This design comes from an exercise in tuning for small area and a short achievable clock period on the open sky130 flow, not from production work.
Function was checked by simulation only, so behaviour that the tests miss may differ from the original.
Power figures rest on the tool's default switching activity, not on a simulated workload.

==> flow/constraint.sdc <==
create_clock -name core_clock -period 6.8 [get_ports {CLOCK_50}]
set_input_delay 1.3600 -clock core_clock [delete_from_list [all_inputs] [get_ports {CLOCK_50}]]
set_output_delay 1.3600 -clock core_clock [all_outputs]
set_load 0.01 [all_outputs]
==> flow/flow/run.sh <==
#!/bin/bash
# Layout flow: the standard ORFS flow, with the port buffers that the
# placement step inserts made from sky130_fd_sc_hd__buf_1, which the timing
# repair may then resize, instead of the delay-cell buffer the resizer picks.
set -euo pipefail
bash standard.sh "BUFFER_PORTS_ARGS=-buffer_cell sky130_fd_sc_hd__buf_1" finish > orfs_make.log 2>&1
==> flow/design.v <==
package coproc_pkg;
  parameter int operand_w   = 16;    
  parameter int word_w      = 32;    
  parameter int mult_stages = 3;     
  parameter int cold_pulse_ext  = 6;
  parameter int warm_pulse_ext  = 2;
  parameter int debug_pulse_ext = 32;
  parameter int uptime_w = 32;    
  parameter int led_w    = 10;    
  typedef enum logic {
    pulse_idle   = 1'b0,
    pulse_active = 1'b1    
  } pulse_state_t;
endpackage
import coproc_pkg::*;
module pulse_timer #(
  parameter int pulse_ext = cold_pulse_ext    
) (
  input  logic CLOCK_50,
  input  logic hps_fpga_reset_n,
  input  logic run,        
  output logic expired     
);
  localparam int cnt_w = (pulse_ext > 1) ? $clog2(pulse_ext) : 1;
  localparam logic [cnt_w-1:0] last_val = cnt_w'(pulse_ext - 1);
  logic [cnt_w-1:0] cnt_q;
  always_ff @(posedge CLOCK_50 or negedge hps_fpga_reset_n) begin
    if (!hps_fpga_reset_n) begin
      cnt_q <= '0;
    end else if (run) begin
      if (expired) begin
        cnt_q <= '0;                    
      end else begin
        cnt_q <= cnt_q + 1'b1;
      end
    end
  end
  assign expired = (cnt_q == last_val);
endmodule
import coproc_pkg::*;
module reset_req_fsm #(
  parameter int pulse_ext = cold_pulse_ext    
) (
  input  logic CLOCK_50,
  input  logic hps_fpga_reset_n,
  input  logic req,       
  output logic pulse      
);
  logic         req_q;       
  logic         req_prev;    
  logic         rise;
  logic         expired;     
  coproc_pkg::pulse_state_t state_q;
  coproc_pkg::pulse_state_t state_d;
  always_ff @(posedge CLOCK_50 or negedge hps_fpga_reset_n) begin
    if (!hps_fpga_reset_n) begin
      req_q    <= 1'b0;
      req_prev <= 1'b0;
    end else begin
      req_q    <= req;        
      req_prev <= req_q;
    end
  end
  assign rise = req_q && !req_prev;    
  always_comb begin
    state_d = state_q;
    case (state_q)
      pulse_idle: begin
        if (rise) state_d = pulse_active;
      end
      pulse_active: begin
        if (expired) state_d = pulse_idle;
      end
      default: state_d = pulse_idle;
    endcase
  end
  always_ff @(posedge CLOCK_50 or negedge hps_fpga_reset_n) begin
    if (!hps_fpga_reset_n) begin
      state_q <= pulse_idle;
    end else begin
      state_q <= state_d;
    end
  end
  assign pulse = (state_q == pulse_active);
  pulse_timer #(
    .pulse_ext (pulse_ext)
  ) timer_inst (
    .CLOCK_50         (CLOCK_50),
    .hps_fpga_reset_n (hps_fpga_reset_n),
    .run              (pulse),
    .expired          (expired)
  );
endmodule
import coproc_pkg::*;
module mult_pipe #(
  parameter int stages = mult_stages    
) (
  input  logic              CLOCK_50,
  input  logic              hps_fpga_reset_n,
  input  logic [word_w-1:0] in_readdata,
  input  logic              in_waitrequest,
  output logic              in_read,
  output logic [word_w-1:0] out_writedata,
  output logic              out_write,
  input  logic              out_waitrequest
);
  logic              stall;
  logic [2:0]        vld_q;           
  logic [15:0]       op_b;            
  logic [16:0]       b_ext;           
  logic [15:0]       a_q;
  logic [7:0]        one_q, two_q, neg_q;
  logic              one8_q;
  logic [7:0]        one_d, two_d, neg_d;
  logic [76:0]       s1_d, s1_q;
  logic [27:0]       x2, y2, sum2;
  logic [word_w-1:0] p_d, p_q;
  assign stall   = out_waitrequest;
  assign in_read = !in_waitrequest && !stall;
  always_ff @(posedge CLOCK_50 or negedge hps_fpga_reset_n) begin
    if (!hps_fpga_reset_n) begin
      vld_q <= '0;
    end else if (!stall) begin
      vld_q <= {vld_q[1:0], in_read};
    end
  end
  assign op_b  = in_readdata[word_w-1:operand_w];
  assign b_ext = {op_b, 1'b0};
  always_comb begin
    for (int i = 0; i < 8; i++) begin
      one_d[i] = b_ext[2*i+1] ^ b_ext[2*i];
      two_d[i] = (b_ext[2*i+2] & !b_ext[2*i+1] & !b_ext[2*i]) |
                 (!b_ext[2*i+2] & b_ext[2*i+1] & b_ext[2*i]);
      neg_d[i] = b_ext[2*i+2];
    end
  end
  logic pp1;
  logic pp2;
  logic pp3;
  logic pp4;
  logic pp5;
  logic pp6;
  logic pp7;
  logic pp8;
  logic pp9;
  logic pp10;
  logic pp11;
  logic pp12;
  logic pp13;
  logic pp14;
  logic pp15;
  logic pp16;
  logic pp17;
  logic ns18;
  logic pp19;
  logic pp20;
  logic pp21;
  logic pp22;
  logic pp23;
  logic pp24;
  logic pp25;
  logic pp26;
  logic pp27;
  logic pp28;
  logic pp29;
  logic pp30;
  logic pp31;
  logic pp32;
  logic pp33;
  logic pp34;
  logic pp35;
  logic ns36;
  logic pp37;
  logic pp38;
  logic pp39;
  logic pp40;
  logic pp41;
  logic pp42;
  logic pp43;
  logic pp44;
  logic pp45;
  logic pp46;
  logic pp47;
  logic pp48;
  logic pp49;
  logic pp50;
  logic pp51;
  logic pp52;
  logic pp53;
  logic ns54;
  logic pp55;
  logic pp56;
  logic pp57;
  logic pp58;
  logic pp59;
  logic pp60;
  logic pp61;
  logic pp62;
  logic pp63;
  logic pp64;
  logic pp65;
  logic pp66;
  logic pp67;
  logic pp68;
  logic pp69;
  logic pp70;
  logic pp71;
  logic ns72;
  logic pp73;
  logic pp74;
  logic pp75;
  logic pp76;
  logic pp77;
  logic pp78;
  logic pp79;
  logic pp80;
  logic pp81;
  logic pp82;
  logic pp83;
  logic pp84;
  logic pp85;
  logic pp86;
  logic pp87;
  logic pp88;
  logic pp89;
  logic ns90;
  logic pp91;
  logic pp92;
  logic pp93;
  logic pp94;
  logic pp95;
  logic pp96;
  logic pp97;
  logic pp98;
  logic pp99;
  logic pp100;
  logic pp101;
  logic pp102;
  logic pp103;
  logic pp104;
  logic pp105;
  logic pp106;
  logic pp107;
  logic ns108;
  logic pp109;
  logic pp110;
  logic pp111;
  logic pp112;
  logic pp113;
  logic pp114;
  logic pp115;
  logic pp116;
  logic pp117;
  logic pp118;
  logic pp119;
  logic pp120;
  logic pp121;
  logic pp122;
  logic pp123;
  logic pp124;
  logic pp125;
  logic ns126;
  logic pp127;
  logic pp128;
  logic pp129;
  logic pp130;
  logic pp131;
  logic pp132;
  logic pp133;
  logic pp134;
  logic pp135;
  logic pp136;
  logic pp137;
  logic pp138;
  logic pp139;
  logic pp140;
  logic pp141;
  logic pp142;
  logic pp143;
  logic ns144;
  logic pp145;
  logic pp146;
  logic pp147;
  logic pp148;
  logic pp149;
  logic pp150;
  logic pp151;
  logic pp152;
  logic pp153;
  logic pp154;
  logic pp155;
  logic pp156;
  logic pp157;
  logic pp158;
  logic pp159;
  logic pp160;
  logic s161;
  logic c162;
  logic s163;
  logic c164;
  logic s165;
  logic c166;
  logic s167;
  logic c168;
  logic s169;
  logic c170;
  logic s171;
  logic c172;
  logic s173;
  logic c174;
  logic s175;
  logic c176;
  logic s177;
  logic c178;
  logic s179;
  logic c180;
  logic s181;
  logic c182;
  logic s183;
  logic c184;
  logic s185;
  logic c186;
  logic s187;
  logic c188;
  logic s189;
  logic c190;
  logic s191;
  logic c192;
  logic s193;
  logic c194;
  logic s195;
  logic c196;
  logic s197;
  logic c198;
  logic s199;
  logic c200;
  logic s201;
  logic c202;
  logic s203;
  logic c204;
  logic s205;
  logic c206;
  logic s207;
  logic c208;
  logic s209;
  logic c210;
  logic s211;
  logic c212;
  logic s213;
  logic c214;
  logic s215;
  logic c216;
  logic s217;
  logic c218;
  logic s219;
  logic c220;
  logic s221;
  logic c222;
  logic s223;
  logic c224;
  logic s225;
  logic c226;
  logic s227;
  logic c228;
  logic s229;
  logic c230;
  logic s231;
  logic c232;
  logic s233;
  logic c234;
  logic s235;
  logic c236;
  logic s237;
  logic c238;
  logic s239;
  logic c240;
  logic s241;
  logic c242;
  logic s243;
  logic c244;
  logic s245;
  logic c246;
  logic s247;
  logic c248;
  logic s249;
  logic c250;
  logic s251;
  logic c252;
  logic s253;
  logic c254;
  logic s255;
  logic c256;
  logic s257;
  logic c258;
  logic s259;
  logic c260;
  logic s261;
  logic c262;
  logic s263;
  logic c264;
  logic s265;
  logic c266;
  logic s267;
  logic c268;
  logic s269;
  logic c270;
  logic s271;
  logic c272;
  logic s273;
  logic c274;
  logic s275;
  logic c276;
  logic s277;
  logic c278;
  logic s279;
  logic c280;
  logic s281;
  logic c282;
  logic s283;
  logic c284;
  logic s285;
  logic c286;
  logic s287;
  logic c288;
  logic s289;
  logic c290;
  logic s291;
  logic c292;
  logic s293;
  logic c294;
  logic s295;
  logic c296;
  logic s297;
  logic c298;
  logic s299;
  logic c300;
  logic s301;
  logic c302;
  logic s303;
  logic c304;
  logic s305;
  logic c306;
  logic s307;
  logic c308;
  logic s309;
  logic c310;
  logic s311;
  logic c312;
  logic s313;
  logic c314;
  logic s315;
  logic c316;
  logic s317;
  logic c318;
  logic s319;
  logic c320;
  logic s321;
  logic c322;
  logic s323;
  logic c324;
  logic s325;
  logic c326;
  logic s327;
  logic c328;
  logic s329;
  logic c330;
  logic s331;
  logic c332;
  logic s333;
  logic c334;
  logic s335;
  logic c336;
  logic s337;
  logic c338;
  logic s339;
  logic c340;
  logic s341;
  logic c342;
  logic s343;
  logic c344;
  logic s345;
  logic c346;
  logic s347;
  logic c348;
  logic s349;
  logic c350;
  logic s351;
  logic c352;
  logic s353;
  logic c354;
  logic s355;
  logic c356;
  logic s357;
  logic c358;
  logic s359;
  logic c360;
  logic s361;
  logic c362;
  logic s363;
  logic c364;
  logic s365;
  logic c366;
  logic s367;
  logic c368;
  logic s369;
  logic c370;
  logic s371;
  logic c372;
  logic s373;
  logic c374;
  logic s375;
  logic c376;
  logic s377;
  logic c378;
  logic s379;
  logic c380;
  logic s381;
  logic c382;
  logic s383;
  logic c384;
  logic s385;
  logic c386;
  logic s387;
  logic c388;
  logic s389;
  logic c390;
  logic s391;
  logic c392;
  logic s393;
  logic c394;
  logic s395;
  logic c396;
  logic s397;
  logic c398;
  logic s399;
  logic c400;
  logic s401;
  logic c402;
  logic s403;
  logic c404;
  logic s405;
  logic c406;
  logic s409;
  logic c410;
  logic s411;
  logic c412;
  logic s413;
  logic c414;
  logic s415;
  logic c416;
  logic s417;
  logic c418;
  logic s419;
  logic c420;
  logic s421;
  logic c422;
  logic s423;
  logic c424;
  logic s425;
  logic c426;
  logic s427;
  logic c428;
  logic s429;
  logic c430;
  logic s431;
  logic c432;
  logic s433;
  logic c434;
  logic s435;
  logic c436;
  logic s437;
  logic c438;
  logic s439;
  logic c440;
  logic s441;
  logic c442;
  logic s443;
  logic c444;
  logic s445;
  logic c446;
  logic s447;
  logic c448;
  logic s449;
  logic c450;
  assign pp1 = ((one_q[0] & a_q[0])) ^ neg_q[0];
  assign pp2 = ((one_q[0] & a_q[1]) | (two_q[0] & a_q[0])) ^ neg_q[0];
  assign pp3 = ((one_q[0] & a_q[2]) | (two_q[0] & a_q[1])) ^ neg_q[0];
  assign pp4 = ((one_q[0] & a_q[3]) | (two_q[0] & a_q[2])) ^ neg_q[0];
  assign pp5 = ((one_q[0] & a_q[4]) | (two_q[0] & a_q[3])) ^ neg_q[0];
  assign pp6 = ((one_q[0] & a_q[5]) | (two_q[0] & a_q[4])) ^ neg_q[0];
  assign pp7 = ((one_q[0] & a_q[6]) | (two_q[0] & a_q[5])) ^ neg_q[0];
  assign pp8 = ((one_q[0] & a_q[7]) | (two_q[0] & a_q[6])) ^ neg_q[0];
  assign pp9 = ((one_q[0] & a_q[8]) | (two_q[0] & a_q[7])) ^ neg_q[0];
  assign pp10 = ((one_q[0] & a_q[9]) | (two_q[0] & a_q[8])) ^ neg_q[0];
  assign pp11 = ((one_q[0] & a_q[10]) | (two_q[0] & a_q[9])) ^ neg_q[0];
  assign pp12 = ((one_q[0] & a_q[11]) | (two_q[0] & a_q[10])) ^ neg_q[0];
  assign pp13 = ((one_q[0] & a_q[12]) | (two_q[0] & a_q[11])) ^ neg_q[0];
  assign pp14 = ((one_q[0] & a_q[13]) | (two_q[0] & a_q[12])) ^ neg_q[0];
  assign pp15 = ((one_q[0] & a_q[14]) | (two_q[0] & a_q[13])) ^ neg_q[0];
  assign pp16 = ((one_q[0] & a_q[15]) | (two_q[0] & a_q[14])) ^ neg_q[0];
  assign pp17 = ((two_q[0] & a_q[15])) ^ neg_q[0];
  assign ns18 = ~neg_q[0];
  assign pp19 = ((one_q[1] & a_q[0])) ^ neg_q[1];
  assign pp20 = ((one_q[1] & a_q[1]) | (two_q[1] & a_q[0])) ^ neg_q[1];
  assign pp21 = ((one_q[1] & a_q[2]) | (two_q[1] & a_q[1])) ^ neg_q[1];
  assign pp22 = ((one_q[1] & a_q[3]) | (two_q[1] & a_q[2])) ^ neg_q[1];
  assign pp23 = ((one_q[1] & a_q[4]) | (two_q[1] & a_q[3])) ^ neg_q[1];
  assign pp24 = ((one_q[1] & a_q[5]) | (two_q[1] & a_q[4])) ^ neg_q[1];
  assign pp25 = ((one_q[1] & a_q[6]) | (two_q[1] & a_q[5])) ^ neg_q[1];
  assign pp26 = ((one_q[1] & a_q[7]) | (two_q[1] & a_q[6])) ^ neg_q[1];
  assign pp27 = ((one_q[1] & a_q[8]) | (two_q[1] & a_q[7])) ^ neg_q[1];
  assign pp28 = ((one_q[1] & a_q[9]) | (two_q[1] & a_q[8])) ^ neg_q[1];
  assign pp29 = ((one_q[1] & a_q[10]) | (two_q[1] & a_q[9])) ^ neg_q[1];
  assign pp30 = ((one_q[1] & a_q[11]) | (two_q[1] & a_q[10])) ^ neg_q[1];
  assign pp31 = ((one_q[1] & a_q[12]) | (two_q[1] & a_q[11])) ^ neg_q[1];
  assign pp32 = ((one_q[1] & a_q[13]) | (two_q[1] & a_q[12])) ^ neg_q[1];
  assign pp33 = ((one_q[1] & a_q[14]) | (two_q[1] & a_q[13])) ^ neg_q[1];
  assign pp34 = ((one_q[1] & a_q[15]) | (two_q[1] & a_q[14])) ^ neg_q[1];
  assign pp35 = ((two_q[1] & a_q[15])) ^ neg_q[1];
  assign ns36 = ~neg_q[1];
  assign pp37 = ((one_q[2] & a_q[0])) ^ neg_q[2];
  assign pp38 = ((one_q[2] & a_q[1]) | (two_q[2] & a_q[0])) ^ neg_q[2];
  assign pp39 = ((one_q[2] & a_q[2]) | (two_q[2] & a_q[1])) ^ neg_q[2];
  assign pp40 = ((one_q[2] & a_q[3]) | (two_q[2] & a_q[2])) ^ neg_q[2];
  assign pp41 = ((one_q[2] & a_q[4]) | (two_q[2] & a_q[3])) ^ neg_q[2];
  assign pp42 = ((one_q[2] & a_q[5]) | (two_q[2] & a_q[4])) ^ neg_q[2];
  assign pp43 = ((one_q[2] & a_q[6]) | (two_q[2] & a_q[5])) ^ neg_q[2];
  assign pp44 = ((one_q[2] & a_q[7]) | (two_q[2] & a_q[6])) ^ neg_q[2];
  assign pp45 = ((one_q[2] & a_q[8]) | (two_q[2] & a_q[7])) ^ neg_q[2];
  assign pp46 = ((one_q[2] & a_q[9]) | (two_q[2] & a_q[8])) ^ neg_q[2];
  assign pp47 = ((one_q[2] & a_q[10]) | (two_q[2] & a_q[9])) ^ neg_q[2];
  assign pp48 = ((one_q[2] & a_q[11]) | (two_q[2] & a_q[10])) ^ neg_q[2];
  assign pp49 = ((one_q[2] & a_q[12]) | (two_q[2] & a_q[11])) ^ neg_q[2];
  assign pp50 = ((one_q[2] & a_q[13]) | (two_q[2] & a_q[12])) ^ neg_q[2];
  assign pp51 = ((one_q[2] & a_q[14]) | (two_q[2] & a_q[13])) ^ neg_q[2];
  assign pp52 = ((one_q[2] & a_q[15]) | (two_q[2] & a_q[14])) ^ neg_q[2];
  assign pp53 = ((two_q[2] & a_q[15])) ^ neg_q[2];
  assign ns54 = ~neg_q[2];
  assign pp55 = ((one_q[3] & a_q[0])) ^ neg_q[3];
  assign pp56 = ((one_q[3] & a_q[1]) | (two_q[3] & a_q[0])) ^ neg_q[3];
  assign pp57 = ((one_q[3] & a_q[2]) | (two_q[3] & a_q[1])) ^ neg_q[3];
  assign pp58 = ((one_q[3] & a_q[3]) | (two_q[3] & a_q[2])) ^ neg_q[3];
  assign pp59 = ((one_q[3] & a_q[4]) | (two_q[3] & a_q[3])) ^ neg_q[3];
  assign pp60 = ((one_q[3] & a_q[5]) | (two_q[3] & a_q[4])) ^ neg_q[3];
  assign pp61 = ((one_q[3] & a_q[6]) | (two_q[3] & a_q[5])) ^ neg_q[3];
  assign pp62 = ((one_q[3] & a_q[7]) | (two_q[3] & a_q[6])) ^ neg_q[3];
  assign pp63 = ((one_q[3] & a_q[8]) | (two_q[3] & a_q[7])) ^ neg_q[3];
  assign pp64 = ((one_q[3] & a_q[9]) | (two_q[3] & a_q[8])) ^ neg_q[3];
  assign pp65 = ((one_q[3] & a_q[10]) | (two_q[3] & a_q[9])) ^ neg_q[3];
  assign pp66 = ((one_q[3] & a_q[11]) | (two_q[3] & a_q[10])) ^ neg_q[3];
  assign pp67 = ((one_q[3] & a_q[12]) | (two_q[3] & a_q[11])) ^ neg_q[3];
  assign pp68 = ((one_q[3] & a_q[13]) | (two_q[3] & a_q[12])) ^ neg_q[3];
  assign pp69 = ((one_q[3] & a_q[14]) | (two_q[3] & a_q[13])) ^ neg_q[3];
  assign pp70 = ((one_q[3] & a_q[15]) | (two_q[3] & a_q[14])) ^ neg_q[3];
  assign pp71 = ((two_q[3] & a_q[15])) ^ neg_q[3];
  assign ns72 = ~neg_q[3];
  assign pp73 = ((one_q[4] & a_q[0])) ^ neg_q[4];
  assign pp74 = ((one_q[4] & a_q[1]) | (two_q[4] & a_q[0])) ^ neg_q[4];
  assign pp75 = ((one_q[4] & a_q[2]) | (two_q[4] & a_q[1])) ^ neg_q[4];
  assign pp76 = ((one_q[4] & a_q[3]) | (two_q[4] & a_q[2])) ^ neg_q[4];
  assign pp77 = ((one_q[4] & a_q[4]) | (two_q[4] & a_q[3])) ^ neg_q[4];
  assign pp78 = ((one_q[4] & a_q[5]) | (two_q[4] & a_q[4])) ^ neg_q[4];
  assign pp79 = ((one_q[4] & a_q[6]) | (two_q[4] & a_q[5])) ^ neg_q[4];
  assign pp80 = ((one_q[4] & a_q[7]) | (two_q[4] & a_q[6])) ^ neg_q[4];
  assign pp81 = ((one_q[4] & a_q[8]) | (two_q[4] & a_q[7])) ^ neg_q[4];
  assign pp82 = ((one_q[4] & a_q[9]) | (two_q[4] & a_q[8])) ^ neg_q[4];
  assign pp83 = ((one_q[4] & a_q[10]) | (two_q[4] & a_q[9])) ^ neg_q[4];
  assign pp84 = ((one_q[4] & a_q[11]) | (two_q[4] & a_q[10])) ^ neg_q[4];
  assign pp85 = ((one_q[4] & a_q[12]) | (two_q[4] & a_q[11])) ^ neg_q[4];
  assign pp86 = ((one_q[4] & a_q[13]) | (two_q[4] & a_q[12])) ^ neg_q[4];
  assign pp87 = ((one_q[4] & a_q[14]) | (two_q[4] & a_q[13])) ^ neg_q[4];
  assign pp88 = ((one_q[4] & a_q[15]) | (two_q[4] & a_q[14])) ^ neg_q[4];
  assign pp89 = ((two_q[4] & a_q[15])) ^ neg_q[4];
  assign ns90 = ~neg_q[4];
  assign pp91 = ((one_q[5] & a_q[0])) ^ neg_q[5];
  assign pp92 = ((one_q[5] & a_q[1]) | (two_q[5] & a_q[0])) ^ neg_q[5];
  assign pp93 = ((one_q[5] & a_q[2]) | (two_q[5] & a_q[1])) ^ neg_q[5];
  assign pp94 = ((one_q[5] & a_q[3]) | (two_q[5] & a_q[2])) ^ neg_q[5];
  assign pp95 = ((one_q[5] & a_q[4]) | (two_q[5] & a_q[3])) ^ neg_q[5];
  assign pp96 = ((one_q[5] & a_q[5]) | (two_q[5] & a_q[4])) ^ neg_q[5];
  assign pp97 = ((one_q[5] & a_q[6]) | (two_q[5] & a_q[5])) ^ neg_q[5];
  assign pp98 = ((one_q[5] & a_q[7]) | (two_q[5] & a_q[6])) ^ neg_q[5];
  assign pp99 = ((one_q[5] & a_q[8]) | (two_q[5] & a_q[7])) ^ neg_q[5];
  assign pp100 = ((one_q[5] & a_q[9]) | (two_q[5] & a_q[8])) ^ neg_q[5];
  assign pp101 = ((one_q[5] & a_q[10]) | (two_q[5] & a_q[9])) ^ neg_q[5];
  assign pp102 = ((one_q[5] & a_q[11]) | (two_q[5] & a_q[10])) ^ neg_q[5];
  assign pp103 = ((one_q[5] & a_q[12]) | (two_q[5] & a_q[11])) ^ neg_q[5];
  assign pp104 = ((one_q[5] & a_q[13]) | (two_q[5] & a_q[12])) ^ neg_q[5];
  assign pp105 = ((one_q[5] & a_q[14]) | (two_q[5] & a_q[13])) ^ neg_q[5];
  assign pp106 = ((one_q[5] & a_q[15]) | (two_q[5] & a_q[14])) ^ neg_q[5];
  assign pp107 = ((two_q[5] & a_q[15])) ^ neg_q[5];
  assign ns108 = ~neg_q[5];
  assign pp109 = ((one_q[6] & a_q[0])) ^ neg_q[6];
  assign pp110 = ((one_q[6] & a_q[1]) | (two_q[6] & a_q[0])) ^ neg_q[6];
  assign pp111 = ((one_q[6] & a_q[2]) | (two_q[6] & a_q[1])) ^ neg_q[6];
  assign pp112 = ((one_q[6] & a_q[3]) | (two_q[6] & a_q[2])) ^ neg_q[6];
  assign pp113 = ((one_q[6] & a_q[4]) | (two_q[6] & a_q[3])) ^ neg_q[6];
  assign pp114 = ((one_q[6] & a_q[5]) | (two_q[6] & a_q[4])) ^ neg_q[6];
  assign pp115 = ((one_q[6] & a_q[6]) | (two_q[6] & a_q[5])) ^ neg_q[6];
  assign pp116 = ((one_q[6] & a_q[7]) | (two_q[6] & a_q[6])) ^ neg_q[6];
  assign pp117 = ((one_q[6] & a_q[8]) | (two_q[6] & a_q[7])) ^ neg_q[6];
  assign pp118 = ((one_q[6] & a_q[9]) | (two_q[6] & a_q[8])) ^ neg_q[6];
  assign pp119 = ((one_q[6] & a_q[10]) | (two_q[6] & a_q[9])) ^ neg_q[6];
  assign pp120 = ((one_q[6] & a_q[11]) | (two_q[6] & a_q[10])) ^ neg_q[6];
  assign pp121 = ((one_q[6] & a_q[12]) | (two_q[6] & a_q[11])) ^ neg_q[6];
  assign pp122 = ((one_q[6] & a_q[13]) | (two_q[6] & a_q[12])) ^ neg_q[6];
  assign pp123 = ((one_q[6] & a_q[14]) | (two_q[6] & a_q[13])) ^ neg_q[6];
  assign pp124 = ((one_q[6] & a_q[15]) | (two_q[6] & a_q[14])) ^ neg_q[6];
  assign pp125 = ((two_q[6] & a_q[15])) ^ neg_q[6];
  assign ns126 = ~neg_q[6];
  assign pp127 = ((one_q[7] & a_q[0])) ^ neg_q[7];
  assign pp128 = ((one_q[7] & a_q[1]) | (two_q[7] & a_q[0])) ^ neg_q[7];
  assign pp129 = ((one_q[7] & a_q[2]) | (two_q[7] & a_q[1])) ^ neg_q[7];
  assign pp130 = ((one_q[7] & a_q[3]) | (two_q[7] & a_q[2])) ^ neg_q[7];
  assign pp131 = ((one_q[7] & a_q[4]) | (two_q[7] & a_q[3])) ^ neg_q[7];
  assign pp132 = ((one_q[7] & a_q[5]) | (two_q[7] & a_q[4])) ^ neg_q[7];
  assign pp133 = ((one_q[7] & a_q[6]) | (two_q[7] & a_q[5])) ^ neg_q[7];
  assign pp134 = ((one_q[7] & a_q[7]) | (two_q[7] & a_q[6])) ^ neg_q[7];
  assign pp135 = ((one_q[7] & a_q[8]) | (two_q[7] & a_q[7])) ^ neg_q[7];
  assign pp136 = ((one_q[7] & a_q[9]) | (two_q[7] & a_q[8])) ^ neg_q[7];
  assign pp137 = ((one_q[7] & a_q[10]) | (two_q[7] & a_q[9])) ^ neg_q[7];
  assign pp138 = ((one_q[7] & a_q[11]) | (two_q[7] & a_q[10])) ^ neg_q[7];
  assign pp139 = ((one_q[7] & a_q[12]) | (two_q[7] & a_q[11])) ^ neg_q[7];
  assign pp140 = ((one_q[7] & a_q[13]) | (two_q[7] & a_q[12])) ^ neg_q[7];
  assign pp141 = ((one_q[7] & a_q[14]) | (two_q[7] & a_q[13])) ^ neg_q[7];
  assign pp142 = ((one_q[7] & a_q[15]) | (two_q[7] & a_q[14])) ^ neg_q[7];
  assign pp143 = ((two_q[7] & a_q[15])) ^ neg_q[7];
  assign ns144 = ~neg_q[7];
  assign pp145 = one8_q & a_q[0];
  assign pp146 = one8_q & a_q[1];
  assign pp147 = one8_q & a_q[2];
  assign pp148 = one8_q & a_q[3];
  assign pp149 = one8_q & a_q[4];
  assign pp150 = one8_q & a_q[5];
  assign pp151 = one8_q & a_q[6];
  assign pp152 = one8_q & a_q[7];
  assign pp153 = one8_q & a_q[8];
  assign pp154 = one8_q & a_q[9];
  assign pp155 = one8_q & a_q[10];
  assign pp156 = one8_q & a_q[11];
  assign pp157 = one8_q & a_q[12];
  assign pp158 = one8_q & a_q[13];
  assign pp159 = one8_q & a_q[14];
  assign pp160 = one8_q & a_q[15];
  assign s161 = ~ns18;
  assign c162 = ns18;
  assign s163 = ~pp147;
  assign c164 = pp147;
  mult_ha u_s165 (.a(neg_q[5]), .b(pp11), .s(s165), .co(c166));
  mult_ha u_s167 (.a(pp12), .b(pp28), .s(s167), .co(c168));
  mult_fa u_s169 (.a(neg_q[6]), .b(pp13), .c(pp29), .s(s169), .co(c170));
  mult_ha u_s171 (.a(pp45), .b(pp61), .s(s171), .co(c172));
  mult_fa u_s173 (.a(pp14), .b(pp30), .c(pp46), .s(s173), .co(c174));
  mult_ha u_s175 (.a(pp62), .b(pp78), .s(s175), .co(c176));
  mult_fa u_s177 (.a(neg_q[7]), .b(pp15), .c(pp31), .s(s177), .co(c178));
  mult_fa u_s179 (.a(pp47), .b(pp63), .c(pp79), .s(s179), .co(c180));
  mult_ha u_s181 (.a(pp95), .b(pp111), .s(s181), .co(c182));
  mult_fa u_s183 (.a(pp16), .b(pp32), .c(pp48), .s(s183), .co(c184));
  mult_fa u_s185 (.a(pp64), .b(pp80), .c(pp96), .s(s185), .co(c186));
  mult_ha u_s187 (.a(pp112), .b(pp128), .s(s187), .co(c188));
  mult_fa u_s189 (.a(pp145), .b(pp17), .c(pp33), .s(s189), .co(c190));
  mult_fa u_s191 (.a(pp49), .b(pp65), .c(pp81), .s(s191), .co(c192));
  mult_fa u_s193 (.a(pp97), .b(pp113), .c(pp129), .s(s193), .co(c194));
  mult_fa u_s195 (.a(pp146), .b(s161), .c(pp34), .s(s195), .co(c196));
  mult_fa u_s197 (.a(pp50), .b(pp66), .c(pp82), .s(s197), .co(c198));
  mult_fa u_s199 (.a(pp98), .b(pp114), .c(pp130), .s(s199), .co(c200));
  mult_fa u_s201 (.a(c162), .b(s163), .c(pp35), .s(s201), .co(c202));
  mult_fa u_s203 (.a(pp51), .b(pp67), .c(pp83), .s(s203), .co(c204));
  mult_fa u_s205 (.a(pp99), .b(pp115), .c(pp131), .s(s205), .co(c206));
  mult_fa u_s207 (.a(ns36), .b(pp148), .c(c164), .s(s207), .co(c208));
  mult_fa u_s209 (.a(pp52), .b(pp68), .c(pp84), .s(s209), .co(c210));
  mult_fa u_s211 (.a(pp100), .b(pp116), .c(pp132), .s(s211), .co(c212));
  assign s213 = ~(pp149 ^ pp53);
  assign c214 = pp149 | pp53;
  mult_fa u_s215 (.a(pp69), .b(pp85), .c(pp101), .s(s215), .co(c216));
  mult_ha u_s217 (.a(pp117), .b(pp133), .s(s217), .co(c218));
  mult_fa u_s219 (.a(ns54), .b(pp150), .c(pp70), .s(s219), .co(c220));
  mult_fa u_s221 (.a(pp86), .b(pp102), .c(pp118), .s(s221), .co(c222));
  assign s223 = ~(pp151 ^ pp71);
  assign c224 = pp151 | pp71;
  mult_ha u_s225 (.a(pp87), .b(pp103), .s(s225), .co(c226));
  mult_fa u_s227 (.a(ns72), .b(pp152), .c(pp88), .s(s227), .co(c228));
  assign s229 = ~pp153;
  assign c230 = pp153;
  mult_ha u_s231 (.a(neg_q[3]), .b(pp7), .s(s231), .co(c232));
  mult_ha u_s233 (.a(pp8), .b(pp24), .s(s233), .co(c234));
  mult_fa u_s235 (.a(neg_q[4]), .b(pp9), .c(pp25), .s(s235), .co(c236));
  mult_ha u_s237 (.a(pp41), .b(pp57), .s(s237), .co(c238));
  mult_fa u_s239 (.a(pp10), .b(pp26), .c(pp42), .s(s239), .co(c240));
  mult_ha u_s241 (.a(pp58), .b(pp74), .s(s241), .co(c242));
  mult_fa u_s243 (.a(pp27), .b(pp43), .c(pp59), .s(s243), .co(c244));
  mult_fa u_s245 (.a(pp75), .b(pp91), .c(s165), .s(s245), .co(c246));
  mult_fa u_s247 (.a(pp44), .b(pp60), .c(pp76), .s(s247), .co(c248));
  mult_fa u_s249 (.a(pp92), .b(c166), .c(s167), .s(s249), .co(c250));
  mult_fa u_s251 (.a(pp77), .b(pp93), .c(pp109), .s(s251), .co(c252));
  mult_fa u_s253 (.a(c168), .b(s171), .c(s169), .s(s253), .co(c254));
  mult_fa u_s255 (.a(pp94), .b(pp110), .c(c172), .s(s255), .co(c256));
  mult_fa u_s257 (.a(s175), .b(c170), .c(s173), .s(s257), .co(c258));
  mult_fa u_s259 (.a(pp127), .b(c176), .c(s181), .s(s259), .co(c260));
  mult_fa u_s261 (.a(c174), .b(s177), .c(s179), .s(s261), .co(c262));
  mult_fa u_s263 (.a(c182), .b(s187), .c(c178), .s(s263), .co(c264));
  mult_fa u_s265 (.a(c180), .b(s183), .c(s185), .s(s265), .co(c266));
  mult_fa u_s267 (.a(c188), .b(c184), .c(c186), .s(s267), .co(c268));
  mult_fa u_s269 (.a(s189), .b(s191), .c(s193), .s(s269), .co(c270));
  mult_fa u_s271 (.a(c190), .b(c192), .c(c194), .s(s271), .co(c272));
  mult_fa u_s273 (.a(s195), .b(s197), .c(s199), .s(s273), .co(c274));
  mult_fa u_s275 (.a(c196), .b(c198), .c(c200), .s(s275), .co(c276));
  mult_fa u_s277 (.a(s201), .b(s203), .c(s205), .s(s277), .co(c278));
  mult_fa u_s279 (.a(s207), .b(c202), .c(c204), .s(s279), .co(c280));
  mult_fa u_s281 (.a(c206), .b(s209), .c(s211), .s(s281), .co(c282));
  mult_fa u_s283 (.a(c208), .b(s217), .c(c210), .s(s283), .co(c284));
  mult_fa u_s285 (.a(c212), .b(s213), .c(s215), .s(s285), .co(c286));
  mult_fa u_s287 (.a(pp134), .b(c218), .c(c214), .s(s287), .co(c288));
  mult_fa u_s289 (.a(c216), .b(s219), .c(s221), .s(s289), .co(c290));
  mult_fa u_s291 (.a(pp119), .b(pp135), .c(s225), .s(s291), .co(c292));
  mult_fa u_s293 (.a(c220), .b(c222), .c(s223), .s(s293), .co(c294));
  mult_fa u_s295 (.a(pp104), .b(pp120), .c(pp136), .s(s295), .co(c296));
  mult_fa u_s297 (.a(c226), .b(c224), .c(s227), .s(s297), .co(c298));
  mult_fa u_s299 (.a(s229), .b(pp89), .c(pp105), .s(s299), .co(c300));
  mult_fa u_s301 (.a(pp121), .b(pp137), .c(c228), .s(s301), .co(c302));
  mult_fa u_s303 (.a(ns90), .b(pp154), .c(c230), .s(s303), .co(c304));
  mult_fa u_s305 (.a(pp106), .b(pp122), .c(pp138), .s(s305), .co(c306));
  assign s307 = ~(pp155 ^ pp107);
  assign c308 = pp155 | pp107;
  mult_ha u_s309 (.a(pp123), .b(pp139), .s(s309), .co(c310));
  mult_fa u_s311 (.a(ns108), .b(pp156), .c(pp124), .s(s311), .co(c312));
  assign s313 = ~pp157;
  assign c314 = pp157;
  mult_ha u_s315 (.a(neg_q[2]), .b(pp5), .s(s315), .co(c316));
  mult_ha u_s317 (.a(pp6), .b(pp22), .s(s317), .co(c318));
  mult_fa u_s319 (.a(pp23), .b(pp39), .c(pp55), .s(s319), .co(c320));
  mult_fa u_s321 (.a(pp40), .b(pp56), .c(c232), .s(s321), .co(c322));
  mult_fa u_s323 (.a(pp73), .b(c234), .c(s237), .s(s323), .co(c324));
  mult_fa u_s325 (.a(c238), .b(s241), .c(c236), .s(s325), .co(c326));
  mult_fa u_s327 (.a(c242), .b(c240), .c(s243), .s(s327), .co(c328));
  mult_fa u_s329 (.a(c244), .b(s247), .c(c246), .s(s329), .co(c330));
  mult_fa u_s331 (.a(c248), .b(s251), .c(c250), .s(s331), .co(c332));
  mult_fa u_s333 (.a(c252), .b(s255), .c(c254), .s(s333), .co(c334));
  mult_fa u_s335 (.a(c256), .b(s259), .c(c258), .s(s335), .co(c336));
  mult_fa u_s337 (.a(c260), .b(c262), .c(s263), .s(s337), .co(c338));
  mult_fa u_s339 (.a(c264), .b(c266), .c(s267), .s(s339), .co(c340));
  mult_fa u_s341 (.a(c268), .b(c270), .c(s271), .s(s341), .co(c342));
  mult_fa u_s343 (.a(c272), .b(c274), .c(s275), .s(s343), .co(c344));
  mult_fa u_s345 (.a(c276), .b(c278), .c(s279), .s(s345), .co(c346));
  mult_fa u_s347 (.a(c280), .b(c282), .c(s283), .s(s347), .co(c348));
  mult_fa u_s349 (.a(c284), .b(c286), .c(s287), .s(s349), .co(c350));
  mult_fa u_s351 (.a(s291), .b(c288), .c(c290), .s(s351), .co(c352));
  mult_fa u_s353 (.a(s295), .b(c292), .c(c294), .s(s353), .co(c354));
  mult_fa u_s355 (.a(c296), .b(s299), .c(c298), .s(s355), .co(c356));
  mult_fa u_s357 (.a(s303), .b(c300), .c(s305), .s(s357), .co(c358));
  mult_fa u_s359 (.a(c304), .b(s309), .c(c306), .s(s359), .co(c360));
  mult_fa u_s361 (.a(pp140), .b(c310), .c(c308), .s(s361), .co(c362));
  mult_fa u_s363 (.a(s313), .b(pp125), .c(pp141), .s(s363), .co(c364));
  mult_fa u_s365 (.a(ns126), .b(pp158), .c(c314), .s(s365), .co(c366));
  assign s367 = ~pp159;
  assign c368 = pp159;
  mult_ha u_s369 (.a(neg_q[1]), .b(pp3), .s(s369), .co(c370));
  mult_ha u_s371 (.a(pp4), .b(pp20), .s(s371), .co(c372));
  mult_fa u_s373 (.a(pp21), .b(pp37), .c(s315), .s(s373), .co(c374));
  mult_fa u_s375 (.a(pp38), .b(c316), .c(s317), .s(s375), .co(c376));
  mult_fa u_s377 (.a(c318), .b(s231), .c(s319), .s(s377), .co(c378));
  mult_fa u_s379 (.a(s233), .b(c320), .c(s321), .s(s379), .co(c380));
  mult_fa u_s381 (.a(s235), .b(c322), .c(s323), .s(s381), .co(c382));
  mult_fa u_s383 (.a(s239), .b(c324), .c(s325), .s(s383), .co(c384));
  mult_fa u_s385 (.a(s245), .b(c326), .c(s327), .s(s385), .co(c386));
  mult_ha u_s387 (.a(s307), .b(c358), .s(s387), .co(c388));
  mult_fa u_s389 (.a(s311), .b(c360), .c(s361), .s(s389), .co(c390));
  mult_fa u_s391 (.a(c312), .b(s363), .c(c362), .s(s391), .co(c392));
  mult_fa u_s393 (.a(pp142), .b(s365), .c(c364), .s(s393), .co(c394));
  mult_fa u_s395 (.a(s367), .b(c366), .c(pp143), .s(s395), .co(c396));
  mult_fa u_s397 (.a(ns144), .b(pp160), .c(c368), .s(s397), .co(c398));
  mult_ha u_s399 (.a(neg_q[0]), .b(pp1), .s(s399), .co(c400));
  mult_ha u_s401 (.a(pp2), .b(c400), .s(s401), .co(c402));
  mult_fa u_s403 (.a(pp19), .b(s369), .c(c402), .s(s403), .co(c404));
  mult_fa u_s405 (.a(c370), .b(s371), .c(c404), .s(s405), .co(c406));
  assign s1_d = {c406, s397, c396, s395, c394, s393, c392, s391, c390, s389, c388, s359, s387, c356, s357, c302, s355, c354, s301, s353, c352, s297, s351, c350, s293, s349, c348, s289, s347, c346, s285, s345, c344, s281, s343, c342, s277, s341, c340, s273, s339, c338, s269, s337, c336, s265, s335, c334, s261, s333, c332, s257, s331, c330, s253, s329, c328, s249, c386, s385, c384, s383, c382, s381, c380, s379, c378, s377, c376, s375, c374, s373, c372, s405, s403, s401, s399};
  mult_fa u_s409 (.a(s1_q[18]), .b(s1_q[19]), .c(s1_q[20]), .s(s409), .co(c410));
  mult_fa u_s411 (.a(s1_q[22]), .b(s1_q[23]), .c(s1_q[24]), .s(s411), .co(c412));
  mult_fa u_s413 (.a(s1_q[25]), .b(s1_q[26]), .c(s1_q[27]), .s(s413), .co(c414));
  mult_fa u_s415 (.a(s1_q[28]), .b(s1_q[29]), .c(s1_q[30]), .s(s415), .co(c416));
  mult_fa u_s417 (.a(s1_q[31]), .b(s1_q[32]), .c(s1_q[33]), .s(s417), .co(c418));
  mult_fa u_s419 (.a(s1_q[34]), .b(s1_q[35]), .c(s1_q[36]), .s(s419), .co(c420));
  mult_fa u_s421 (.a(s1_q[37]), .b(s1_q[38]), .c(s1_q[39]), .s(s421), .co(c422));
  mult_fa u_s423 (.a(s1_q[40]), .b(s1_q[41]), .c(s1_q[42]), .s(s423), .co(c424));
  mult_fa u_s425 (.a(s1_q[43]), .b(s1_q[44]), .c(s1_q[45]), .s(s425), .co(c426));
  mult_fa u_s427 (.a(s1_q[46]), .b(s1_q[47]), .c(s1_q[48]), .s(s427), .co(c428));
  mult_fa u_s429 (.a(s1_q[49]), .b(s1_q[50]), .c(s1_q[51]), .s(s429), .co(c430));
  mult_fa u_s431 (.a(s1_q[52]), .b(s1_q[53]), .c(s1_q[54]), .s(s431), .co(c432));
  mult_fa u_s433 (.a(s1_q[55]), .b(s1_q[56]), .c(s1_q[57]), .s(s433), .co(c434));
  mult_fa u_s435 (.a(s1_q[58]), .b(s1_q[59]), .c(s1_q[60]), .s(s435), .co(c436));
  mult_fa u_s437 (.a(s1_q[61]), .b(s1_q[62]), .c(s1_q[63]), .s(s437), .co(c438));
  mult_ha u_s439 (.a(s1_q[64]), .b(s1_q[65]), .s(s439), .co(c440));
  mult_ha u_s441 (.a(s1_q[66]), .b(s1_q[67]), .s(s441), .co(c442));
  mult_ha u_s443 (.a(s1_q[68]), .b(s1_q[69]), .s(s443), .co(c444));
  mult_ha u_s445 (.a(s1_q[70]), .b(s1_q[71]), .s(s445), .co(c446));
  mult_ha u_s447 (.a(s1_q[72]), .b(s1_q[73]), .s(s447), .co(c448));
  mult_ha u_s449 (.a(s1_q[74]), .b(s1_q[75]), .s(s449), .co(c450));
  assign x2  = {s449, s447, s445, s443, s441, s439, s437, s435, s433, s431, s429, s427, s425, s423, s421, s419, s417, s415, s413, s411, s409, s1_q[16], s1_q[14], s1_q[12], s1_q[10], s1_q[8], s1_q[6], s1_q[4]};
  assign y2  = {c448, c446, c444, c442, c440, c438, c436, c434, c432, c430, c428, c426, c424, c422, c420, c418, c416, c414, c412, c410, s1_q[21], s1_q[17], s1_q[15], s1_q[13], s1_q[11], s1_q[9], s1_q[7], s1_q[5]};
  logic [27:0] g0, p0, cy;
  assign g0 = x2 & y2;
  assign p0 = x2 ^ y2;
  logic bg1;
  assign bg1 = g0[0] | (p0[0] & s1_q[76]);
  logic bg2;
  assign bg2 = g0[2] | (p0[2] & g0[1]);
  logic bp2;
  assign bp2 = p0[2] & p0[1];
  logic bg3;
  assign bg3 = g0[4] | (p0[4] & g0[3]);
  logic bp3;
  assign bp3 = p0[4] & p0[3];
  logic bg4;
  assign bg4 = g0[6] | (p0[6] & g0[5]);
  logic bp4;
  assign bp4 = p0[6] & p0[5];
  logic bg5;
  assign bg5 = g0[8] | (p0[8] & g0[7]);
  logic bp5;
  assign bp5 = p0[8] & p0[7];
  logic bg6;
  assign bg6 = g0[10] | (p0[10] & g0[9]);
  logic bp6;
  assign bp6 = p0[10] & p0[9];
  logic bg7;
  assign bg7 = g0[12] | (p0[12] & g0[11]);
  logic bp7;
  assign bp7 = p0[12] & p0[11];
  logic bg8;
  assign bg8 = g0[14] | (p0[14] & g0[13]);
  logic bp8;
  assign bp8 = p0[14] & p0[13];
  logic bg9;
  assign bg9 = g0[16] | (p0[16] & g0[15]);
  logic bp9;
  assign bp9 = p0[16] & p0[15];
  logic bg10;
  assign bg10 = g0[18] | (p0[18] & g0[17]);
  logic bp10;
  assign bp10 = p0[18] & p0[17];
  logic bg11;
  assign bg11 = g0[20] | (p0[20] & g0[19]);
  logic bp11;
  assign bp11 = p0[20] & p0[19];
  logic bg12;
  assign bg12 = g0[22] | (p0[22] & g0[21]);
  logic bp12;
  assign bp12 = p0[22] & p0[21];
  logic bg13;
  assign bg13 = g0[24] | (p0[24] & g0[23]);
  logic bp13;
  assign bp13 = p0[24] & p0[23];
  logic bg14;
  assign bg14 = g0[26] | (p0[26] & g0[25]);
  logic bp14;
  assign bp14 = p0[26] & p0[25];
  logic bg15;
  assign bg15 = g0[1] | (p0[1] & bg1);
  logic bg16;
  assign bg16 = bg2 | (bp2 & bg1);
  logic bg17;
  assign bg17 = g0[5] | (p0[5] & bg3);
  logic bp17;
  assign bp17 = p0[5] & bp3;
  logic bg18;
  assign bg18 = bg4 | (bp4 & bg3);
  logic bp18;
  assign bp18 = bp4 & bp3;
  logic bg19;
  assign bg19 = g0[9] | (p0[9] & bg5);
  logic bp19;
  assign bp19 = p0[9] & bp5;
  logic bg20;
  assign bg20 = bg6 | (bp6 & bg5);
  logic bp20;
  assign bp20 = bp6 & bp5;
  logic bg21;
  assign bg21 = g0[13] | (p0[13] & bg7);
  logic bp21;
  assign bp21 = p0[13] & bp7;
  logic bg22;
  assign bg22 = bg8 | (bp8 & bg7);
  logic bp22;
  assign bp22 = bp8 & bp7;
  logic bg23;
  assign bg23 = g0[17] | (p0[17] & bg9);
  logic bp23;
  assign bp23 = p0[17] & bp9;
  logic bg24;
  assign bg24 = bg10 | (bp10 & bg9);
  logic bp24;
  assign bp24 = bp10 & bp9;
  logic bg25;
  assign bg25 = g0[21] | (p0[21] & bg11);
  logic bp25;
  assign bp25 = p0[21] & bp11;
  logic bg26;
  assign bg26 = bg12 | (bp12 & bg11);
  logic bp26;
  assign bp26 = bp12 & bp11;
  logic bg27;
  assign bg27 = g0[25] | (p0[25] & bg13);
  logic bp27;
  assign bp27 = p0[25] & bp13;
  logic bg28;
  assign bg28 = bg14 | (bp14 & bg13);
  logic bp28;
  assign bp28 = bp14 & bp13;
  logic bg29;
  assign bg29 = g0[3] | (p0[3] & bg16);
  logic bg30;
  assign bg30 = bg3 | (bp3 & bg16);
  logic bg31;
  assign bg31 = bg17 | (bp17 & bg16);
  logic bg32;
  assign bg32 = bg18 | (bp18 & bg16);
  logic bg33;
  assign bg33 = g0[11] | (p0[11] & bg20);
  logic bp33;
  assign bp33 = p0[11] & bp20;
  logic bg34;
  assign bg34 = bg7 | (bp7 & bg20);
  logic bp34;
  assign bp34 = bp7 & bp20;
  logic bg35;
  assign bg35 = bg21 | (bp21 & bg20);
  logic bp35;
  assign bp35 = bp21 & bp20;
  logic bg36;
  assign bg36 = bg22 | (bp22 & bg20);
  logic bp36;
  assign bp36 = bp22 & bp20;
  logic bg37;
  assign bg37 = g0[19] | (p0[19] & bg24);
  logic bp37;
  assign bp37 = p0[19] & bp24;
  logic bg38;
  assign bg38 = bg11 | (bp11 & bg24);
  logic bp38;
  assign bp38 = bp11 & bp24;
  logic bg39;
  assign bg39 = bg25 | (bp25 & bg24);
  logic bp39;
  assign bp39 = bp25 & bp24;
  logic bg40;
  assign bg40 = bg26 | (bp26 & bg24);
  logic bp40;
  assign bp40 = bp26 & bp24;
  logic bg41;
  assign bg41 = g0[27] | (p0[27] & bg28);
  logic bp41;
  assign bp41 = p0[27] & bp28;
  logic bg42;
  assign bg42 = g0[7] | (p0[7] & bg32);
  logic bg43;
  assign bg43 = bg5 | (bp5 & bg32);
  logic bg44;
  assign bg44 = bg19 | (bp19 & bg32);
  logic bg45;
  assign bg45 = bg20 | (bp20 & bg32);
  logic bg46;
  assign bg46 = bg33 | (bp33 & bg32);
  logic bg47;
  assign bg47 = bg34 | (bp34 & bg32);
  logic bg48;
  assign bg48 = bg35 | (bp35 & bg32);
  logic bg49;
  assign bg49 = bg36 | (bp36 & bg32);
  logic bg50;
  assign bg50 = g0[23] | (p0[23] & bg40);
  logic bp50;
  assign bp50 = p0[23] & bp40;
  logic bg51;
  assign bg51 = bg13 | (bp13 & bg40);
  logic bp51;
  assign bp51 = bp13 & bp40;
  logic bg52;
  assign bg52 = bg27 | (bp27 & bg40);
  logic bp52;
  assign bp52 = bp27 & bp40;
  logic bg53;
  assign bg53 = bg28 | (bp28 & bg40);
  logic bp53;
  assign bp53 = bp28 & bp40;
  logic bg54;
  assign bg54 = bg41 | (bp41 & bg40);
  logic bp54;
  assign bp54 = bp41 & bp40;
  logic bg55;
  assign bg55 = g0[15] | (p0[15] & bg49);
  logic bg56;
  assign bg56 = bg9 | (bp9 & bg49);
  logic bg57;
  assign bg57 = bg23 | (bp23 & bg49);
  logic bg58;
  assign bg58 = bg24 | (bp24 & bg49);
  logic bg59;
  assign bg59 = bg37 | (bp37 & bg49);
  logic bg60;
  assign bg60 = bg38 | (bp38 & bg49);
  logic bg61;
  assign bg61 = bg39 | (bp39 & bg49);
  logic bg62;
  assign bg62 = bg40 | (bp40 & bg49);
  logic bg63;
  assign bg63 = bg50 | (bp50 & bg49);
  logic bg64;
  assign bg64 = bg51 | (bp51 & bg49);
  logic bg65;
  assign bg65 = bg52 | (bp52 & bg49);
  logic bg66;
  assign bg66 = bg53 | (bp53 & bg49);
  logic bg67;
  assign bg67 = bg54 | (bp54 & bg49);
  assign cy = {bg66, bg65, bg64, bg63, bg62, bg61, bg60, bg59, bg58, bg57, bg56, bg55, bg49, bg48, bg47, bg46, bg45, bg44, bg43, bg42, bg32, bg31, bg30, bg29, bg16, bg15, bg1, s1_q[76]};
  assign sum2 = p0 ^ cy;
  assign p_d = {sum2, {s1_q[3], s1_q[2], s1_q[1], s1_q[0]}};
  always_ff @(posedge CLOCK_50) begin
    if (!stall) begin
      a_q    <= in_readdata[operand_w-1:0];
      one_q  <= one_d;
      two_q  <= two_d;
      neg_q  <= neg_d;
      one8_q <= op_b[15];
      s1_q   <= s1_d;
      p_q    <= p_d;
    end
  end
  assign out_write     = vld_q[2];
  assign out_writedata = p_q;
endmodule
module mult_fa (
  input  logic a,
  input  logic b,
  input  logic c,
  output logic s,
  output logic co
);
  assign s  = a ^ b ^ c;
  assign co = (a & b) | (c & (a ^ b));
endmodule
module mult_ha (
  input  logic a,
  input  logic b,
  output logic s,
  output logic co
);
  assign s  = a ^ b;
  assign co = a & b;
endmodule
import coproc_pkg::*;
module coproc_top (
  input  logic                CLOCK_50,
  input  logic                hps_fpga_reset_n,
  input  logic [word_w-1:0]   in_readdata,
  input  logic                in_waitrequest,
  output logic                in_read,
  output logic [word_w-1:0]   out_writedata,
  output logic                out_write,
  input  logic                out_waitrequest,
  input  logic [2:0]          reset_req,
  output logic                cold_reset,
  output logic                warm_reset,
  output logic                debug_reset,
  output logic [uptime_w-1:0] status_count,
  output logic [led_w-1:0]    ledr
);
  logic [uptime_w-1:0] uptime_q;    
  mult_pipe #(
    .stages (mult_stages)
  ) mult_inst (
    .CLOCK_50         (CLOCK_50),
    .hps_fpga_reset_n (hps_fpga_reset_n),
    .in_readdata      (in_readdata),
    .in_waitrequest   (in_waitrequest),
    .in_read          (in_read),
    .out_writedata    (out_writedata),
    .out_write        (out_write),
    .out_waitrequest  (out_waitrequest)
  );
  reset_req_fsm #(
    .pulse_ext (cold_pulse_ext)
  ) cold_req_inst (
    .CLOCK_50         (CLOCK_50),
    .hps_fpga_reset_n (hps_fpga_reset_n),
    .req              (reset_req[0]),
    .pulse            (cold_reset)
  );
  reset_req_fsm #(
    .pulse_ext (warm_pulse_ext)
  ) warm_req_inst (
    .CLOCK_50         (CLOCK_50),
    .hps_fpga_reset_n (hps_fpga_reset_n),
    .req              (reset_req[1]),
    .pulse            (warm_reset)
  );
  reset_req_fsm #(
    .pulse_ext (debug_pulse_ext)
  ) debug_req_inst (
    .CLOCK_50         (CLOCK_50),
    .hps_fpga_reset_n (hps_fpga_reset_n),
    .req              (reset_req[2]),
    .pulse            (debug_reset)
  );
  localparam int grp_w = 8;
  localparam int n_grp = uptime_w / grp_w;
  logic [uptime_w-1:0] uptime_d;
  logic [n_grp-1:0]    grp_cin;
  logic [grp_w:0]      carry [n_grp];    
  assign grp_cin[0] = 1'b1;
  for (genvar g = 1; g < n_grp; g++) begin : g_cin
    assign grp_cin[g] = grp_cin[g-1] & (&uptime_q[g*grp_w-1 -: grp_w]);
  end
  for (genvar g = 0; g < n_grp; g++) begin : g_grp
    for (genvar i = 0; i < grp_w; i++) begin : g_bit
      if (g == 0 && i == 0) begin : g_lsb
        assign uptime_d[0]  = !uptime_q[0];
        assign carry[0][1]  = uptime_q[0];
      end else begin : g_ha
        uptime_ha ha_inst (
          .a  (uptime_q[g*grp_w+i]),
          .b  ((i == 0) ? grp_cin[g] : carry[g][i]),
          .s  (uptime_d[g*grp_w+i]),
          .co (carry[g][i+1])
        );
      end
    end
  end
  always_ff @(posedge CLOCK_50 or negedge hps_fpga_reset_n) begin
    if (!hps_fpga_reset_n) begin
      uptime_q <= '0;
    end else begin
      uptime_q <= uptime_d;    
    end
  end
  assign status_count = uptime_q;                        
  assign ledr         = uptime_q[uptime_w-1 -: led_w];   
endmodule
module uptime_ha (
  input  logic a,
  input  logic b,
  output logic s,
  output logic co
);
  assign s  = a ^ b;
  assign co = a & b;
endmodule
==> flow/standard.sh <==
#!/bin/bash
# synth_recipe.tcl (not shown) runs the flow's synth.tcl, then flattens the netlist and writes it again
# the make line also repeats each setting of config.mk as NAME=value (left out here)
make -C /OpenROAD-flow-scripts/flow DESIGN_CONFIG=/design/flow/config.mk WORK_HOME=/design/flow/orfs CLKGATE_MAP_FILE= SYNTH_SCRIPT=/design/flow/synth_recipe.tcl "${@:-finish}"
==> flow/config.mk <==
export PLATFORM = sky130hd
export DESIGN_NAME = coproc_top
export DESIGN_NICKNAME = coproc_top
export VERILOG_FILES = /design/flow/design.v
export SDC_FILE = /design/flow/constraint.sdc
export NUM_CORES = 4
export LEC_CHECK = 0
export CAP_MARGIN = 20
export CORE_MARGIN = 2
export CORE_UTILIZATION = 55
export CTS_CLUSTER_DIAMETER = 150
export CTS_CLUSTER_SIZE = 30
export SETUP_SLACK_MARGIN = 3.7
export SLEW_MARGIN = 20
export SYNTH_HIERARCHICAL = 1
==> report_table.html <==
<table>
<tr><th>Metric</th><th>Value</th></tr>
<tr><th colspan="2">Pwr</th></tr>
<tr><td>Pwr Density</td><td>455 nW/um2</td></tr>
<tr><td>Maximum VDD drop</td><td>0.000310 V</td></tr>
<tr><td>P_leak</td><td>5.80 nW</td></tr>
<tr><td>Proportion of power drawn by the clock network</td><td>10.2%</td></tr>
<tr><td>Switching pwr</td><td>2.60 mW</td></tr>
<tr><td>Switch share</td><td>38.9%</td></tr>
<tr><td>Share of power burned in combinational logic</td><td>56.1%</td></tr>
<tr><td>Part of the power in registers</td><td>33.7%</td></tr>
<tr><td>Internal power</td><td>4.09 mW</td></tr>
<tr><td>Total power</td><td>6.69 mW</td></tr>
<tr><th colspan="2">Detailed routing</th></tr>
<tr><td>Overall via count from detail_route</td><td>8039</td></tr>
<tr><td>Met3 wire length</td><td>1740 um</td></tr>
<tr><td>Starting DRT DRC Count</td><td>664</td></tr>
<tr><td>Top routing layer in use</td><td>met4</td></tr>
<tr><td>Met2 routed WL</td><td>11900 um</td></tr>
<tr><td>Remaining design rule violation count</td><td>0</td></tr>
<tr><td>Antenna violation net count after detailed routing</td><td>0</td></tr>
<tr><td>Post-DR vias/cell</td><td>5.65</td></tr>
<tr><td>Routed Wire Length</td><td>26600 um</td></tr>
<tr><td>Length of the first detailed-routing pass in iterations</td><td>6</td></tr>
<tr><td>Metal1 wirelength</td><td>12400 um</td></tr>
<tr><td>Wire length per cell</td><td>18.7 um</td></tr>
<tr><th colspan="2">Layout</th></tr>
<tr><td>Number of nets in the finished design</td><td>1341</td></tr>
<tr><td>Signed area change from the synthesized netlist to the final layout</td><td>10.5%</td></tr>
<tr><td>Most common cell after layout, fill and taps aside</td><td>edfxtp_1</td></tr>
<tr><td>Most frequent cells in the layout</td><td>edfxtp_1, xnor2_1, a22oi_1</td></tr>
<tr><td>Share of cells above drive strength 1</td><td>9.25%</td></tr>
<tr><td>Total inserted antenna cells</td><td>0</td></tr>
<tr><th colspan="2">Logic synthesis</th></tr>
<tr><td>Total nets after synthesis</td><td>1256</td></tr>
<tr><td>Unique masters post-synth</td><td>57</td></tr>
<tr><td>Count of flip-flops with a built-in enable after synthesis</td><td>149</td></tr>
<tr><td>Register area share after synthesis</td><td>43.6%</td></tr>
<tr><td>Most frequently used flop master after synthesis</td><td>edfxtp_1</td></tr>
<tr><td>Warnings from Yosys</td><td>16</td></tr>
<tr><td>Number of instances in the synthesized netlist</td><td>1014</td></tr>
<tr><td>Flip-flop and latch count after synthesis</td><td>202</td></tr>
<tr><td>Mapped cell area</td><td>13300 um2</td></tr>
<tr><td>Async set or reset register ratio after synthesis</td><td>26.2%</td></tr>
<tr><td>Mean instance size in the synthesized netlist</td><td>13.1 um2</td></tr>
<tr><th colspan="2">Timing</th></tr>
<tr><td>Final worst-path setup slack</td><td>3.72 ns</td></tr>
<tr><td>Post-route minimum period</td><td>3.08 ns</td></tr>
<tr><td>Unrepaired setup endpoints after global routing</td><td>yes</td></tr>
<tr><td>Final Slew Violations</td><td>0</td></tr>
<tr><td>Achievable frequency</td><td>325 MHz</td></tr>
<tr><td>Number of hold violations in the final report</td><td>0</td></tr>
<tr><td>Portion of the clock cycle consumed by the worst path in the final layout</td><td>45.2%</td></tr>
<tr><td>Final clock skew</td><td>0.0171 ns</td></tr>
<tr><td>Headroom to the max-slew limit</td><td>46.9%</td></tr>
<tr><td>Setup TNS</td><td>0 ns</td></tr>
<tr><td>Final setup vio count</td><td>0</td></tr>
<tr><td>Measured slew at the worst slew-check pin</td><td>0.797 ns</td></tr>
<tr><th colspan="2">GRT</th></tr>
<tr><td>Number of antenna violations at the first check in global routing</td><td>0</td></tr>
<tr><td>First-pass GRT wire length</td><td>43500 um</td></tr>
<tr><td>Vias in the first global route</td><td>8023</td></tr>
<tr><td>Overall track demand over capacity in global routing</td><td>21.3%</td></tr>
<tr><td>Overall overflow remaining after global route</td><td>0</td></tr>
<tr><td>Maximum number of pins on one net before global-route repair</td><td>66</td></tr>
<tr><th colspan="2">Clocking</th></tr>
<tr><td>Deepest level of the CTS H-tree</td><td>1</td></tr>
<tr><td>Post-CTS Hold Buffers</td><td>0</td></tr>
<tr><td>TritonCTS buffer count</td><td>10</td></tr>
<tr><td>Clock sink count</td><td>202</td></tr>
<tr><td>CTS tree</td><td>done</td></tr>
<tr><td>Clock latency of the later-clocked register in the worst-skew pair</td><td>0.49 ns</td></tr>
<tr><td>Library cell used as clock root buffer</td><td>clkbuf_16</td></tr>
<tr><td>Maximum number of buffers from clock root to sink</td><td>3</td></tr>
<tr><td>Clock slew at reported path FFs</td><td>0.11 ns</td></tr>
<tr><th colspan="2">Floorplan</th></tr>
<tr><td>Ports</td><td>118</td></tr>
<tr><td>Die boundary width</td><td>159 um</td></tr>
<tr><td>Vertical extent of the die</td><td>159 um</td></tr>
<tr><td>Core region area</td><td>23600 um2</td></tr>
<tr><td>Starting density of the core</td><td>56.3%</td></tr>
<tr><td>Total die area</td><td>25400 um2</td></tr>
<tr><td>Std cell rows</td><td>56</td></tr>
<tr><th colspan="2">Place</th></tr>
<tr><td>Count of port buffers added during placement</td><td>117</td></tr>
<tr><td>Half-perimeter wire length of the detailed placement result</td><td>18400 um</td></tr>
<tr><td>Last weighted congestion value of the routability-driven placer</td><td>0.796</td></tr>
<tr><td>Pre-CTS worst setup slack</td><td>3.45 ns</td></tr>
<tr><th colspan="2">Critical path</th></tr>
<tr><td>Required time of the worst setup path</td><td>7.05 ns</td></tr>
<tr><td>Crit start category</td><td>flip-flop</td></tr>
<tr><td>Crit-path slowest cell</td><td>fa_1</td></tr>
<tr><td>CP most frequent cell</td><td>a221o_1</td></tr>
<tr><td>Ordered list of cells on the worst path</td><td>fa_1 &gt; ha_4 &gt; a21o_1 &gt; a221o_1 &gt; a221o_1 &gt; a221o_1 &gt; a31oi_1 &gt; xnor2_1</td></tr>
<tr><td>Data arrival time of the critical path</td><td>3.32 ns</td></tr>
<tr><td>Setup Crit Path Kind</td><td>reg -&gt; reg</td></tr>
<tr><td>Worst stage delay on the critical path</td><td>0.60 ns</td></tr>
<tr><td>Worst Setup End Kind</td><td>flip-flop</td></tr>
<tr><td>Maximum fanout along the worst path</td><td>5</td></tr>
<tr><th colspan="2">Status</th></tr>
<tr><td>Run status</td><td>complete, no violations</td></tr>
<tr><th colspan="2">Run</th></tr>
<tr><td>Maxcap violations</td><td>0</td></tr>
<tr><th colspan="2">Min path</th></tr>
<tr><td>Hold/Removal Path Class</td><td>reg -&gt; reg</td></tr>
</table>
-- final cells by class --
cell class / instances / area, um2
clock buffers: 15 / 290
clock inverters: 1 / 8.76
fillers: 1891 / 8920
inverters: 40 / 154
multi-input cells: 679 / 7080
flip-flops and latches: 202 / 5800
well taps: 319 / 399
repair buffers: 166 / 956
-- what timing repair did --
item / in CTS / in global routing
setup buffers: 4 / 38
setup endpoints to repair: 12 / 25
gates resized for setup: 7 / 20
pin swaps: 6 / 15
-- registers in the layout, indices dropped and copies added, names as in the netlist --
register / cells
debug_req_inst.req_q: 1
debug_req_inst.timer_inst.cnt_q: 5
cold_req_inst.timer_inst.cnt_q: 3
mult_inst.s1_q: 77
warm_req_inst.state_q: 1
cold_req_inst.req_q: 1
mult_inst.one8_q: 1
mult_inst.p_q: 32
mult_inst.neg_q: 7
uptime_q: 32
warm_req_inst.req_prev: 1
mult_inst.vld_q: 3
mult_inst.one_q: 8
warm_req_inst.timer_inst.cnt_q: 1
mult_inst.a_q: 16
mult_inst.two_q: 8
cold_req_inst.state_q: 1
warm_req_inst.req_q: 1
debug_req_inst.req_prev: 1
debug_req_inst.state_q: 1
cold_req_inst.req_prev: 1
-- Yosys stat by module, one instance, submodules excluded, excerpt --
module	cells	flip-flops and latches	cell area, um2	copies in the design
coproc_top	54	32	963	1
mult_fa	1	0	20.0	110
mult_ha	1	0	12.5	26
uptime_ha	1	0	12.5	31
-- synth_stat cells, types with 5 or more instances --
| master | number | area (um2) |
|---|---|---|
| a21oi_1 | 15 | 75.1 |
| and2_1 | 14 | 87.6 |
| fa_1 | 115 | 2300 |
| nand4_1 | 5 | 31.3 |
| nand3b_1 | 8 | 60.1 |
| o21ai_0 | 12 | 60.1 |
| inv_1 | 40 | 150 |
| edfxtp_1 | 149 | 4470 |
| nand2_1 | 32 | 120 |
| a22oi_1 | 120 | 901 |
| xnor2_1 | 146 | 1280 |
| clkbuf_1 | 79 | 297 |
| dfrtp_1 | 53 | 1330 |
| xor2_1 | 15 | 131 |
| buf_4 | 11 | 82.6 |
| mux2i_1 | 5 | 50.1 |
| nor3_1 | 11 | 55.1 |
| ha_1 | 88 | 1100 |
| nor2_1 | 12 | 45.0 |
| nand2b_1 | 14 | 87.6 |
-- layer usage --
metal  vias up  track usage, %
met4         0            4.09
met1      3988            31.5
li1       3737               -
met3        32            3.91
met2       282            33.3
met5         -               0
-- critical path, delay by kind of cell (launching register included) --
family / cells / cell delay [ns]
AO/OA/AOI/OAI: 5 / 1.53
XOR/XNOR: 1 / 0.08
adder cells (fa/ha/maj): 2 / 0.82
flip-flops: 1 / 0.41
-- stage by stage --
| step | cell area [um2] | std cells | hold WS, ns | util [%] |
|---|---|---|---|---|
| floorplan | 13300 | 1014 | 0.355 | - |
| global placement | 13800 | 1363 | 0.364 | 58.4 |
| detailed placement | 13800 | 1363 | 0.368 | 58.4 |
| CTS | 14200 | 1383 | 0.393 | 60.0 |
| global route | 14700 | 1422 | 0.404 | 62.2 |
| finish | 14700 | 1422 | 0.388 | 62.2 |
-- power by group through the flow --
| stage | registers (mW) | logic [mW] | clock network, mW |
|---|---|---|---|
| 4_1_cts | 2.29 | 3.47 | 0.717 |
| 3_5_place_dp | 2.31 | 3.32 | 0 |
| 6_report | 2.25 | 3.75 | 0.682 |
| 2_1_floorplan | 2.22 | 2.53 | 0 |
| 3_3_place_gp | 2.30 | 3.26 | 0 |
| 5_1_grt | 2.30 | 4.25 | 0.748 |
-- logic make-up (layout without fill, tap and decap cells) --
group | count (synthesis) | after routing | synth area share [%]
fa+ha+maj | 203 | 203 | 25.6
buf+inv | 133 | 222 | 4.07
xor+xnor | 161 | 161 | 10.6
simple gates | 122 | 122 | 5.11
compound gates | 182 | 182 | 10.0
flops | 202 | 202 | 43.6
mux | 11 | 11 | 0.941
-- final timing paths --
path | startpoint | to | slack [ns] | cells past startpoint
min in group asynchronous | hps_fpga_reset_n | debug_req_inst.req_prev | 0.98 | 2
setup / recovery | mult_inst.s1_q[48] | mult_inst.p_q[31] | 3.72 | 8
setup reg to reg | mult_inst.s1_q[48] | mult_inst.p_q[31] | 3.72 | 8
max in group asynchronous | hps_fpga_reset_n | uptime_q[0] | 5.36 | 2
hold / removal | debug_req_inst.req_q | debug_req_inst.req_prev | 0.39 | 0
hold reg to reg | debug_req_inst.req_q | debug_req_inst.req_prev | 0.39 | 0

## what the ideal ports hide
The results above use ideal ports. As a check the final layout listed here was re-extracted and re-timed, cells and wires unchanged.
Step 1 assumes that a clkbuf_16 drives the clock port and a buf_2 every other input.
Step 2 adds t to the input delays and takes it off the output delays; t is the mean of the earliest and latest rising clock arrival at the registers after step 1. Input paths then give back, and output paths get back, about the clock's delay inside the block.
a / b / c = ideal ports / drivers / drivers and shift; a / b = the first two.
shift t [ns]: 0.526
slack for setup (ns): 3.724 / 3.715 / 3.715
latest minus earliest clock arrival (ns): 0.018 / 0.017
slew at the worst register clock pin (ns): 0.12 / 0.12
After both steps this run still meets setup and hold. For this run, drivers alone change the setup slack by -0.009 ns; drivers and shift together by -0.009 ns.
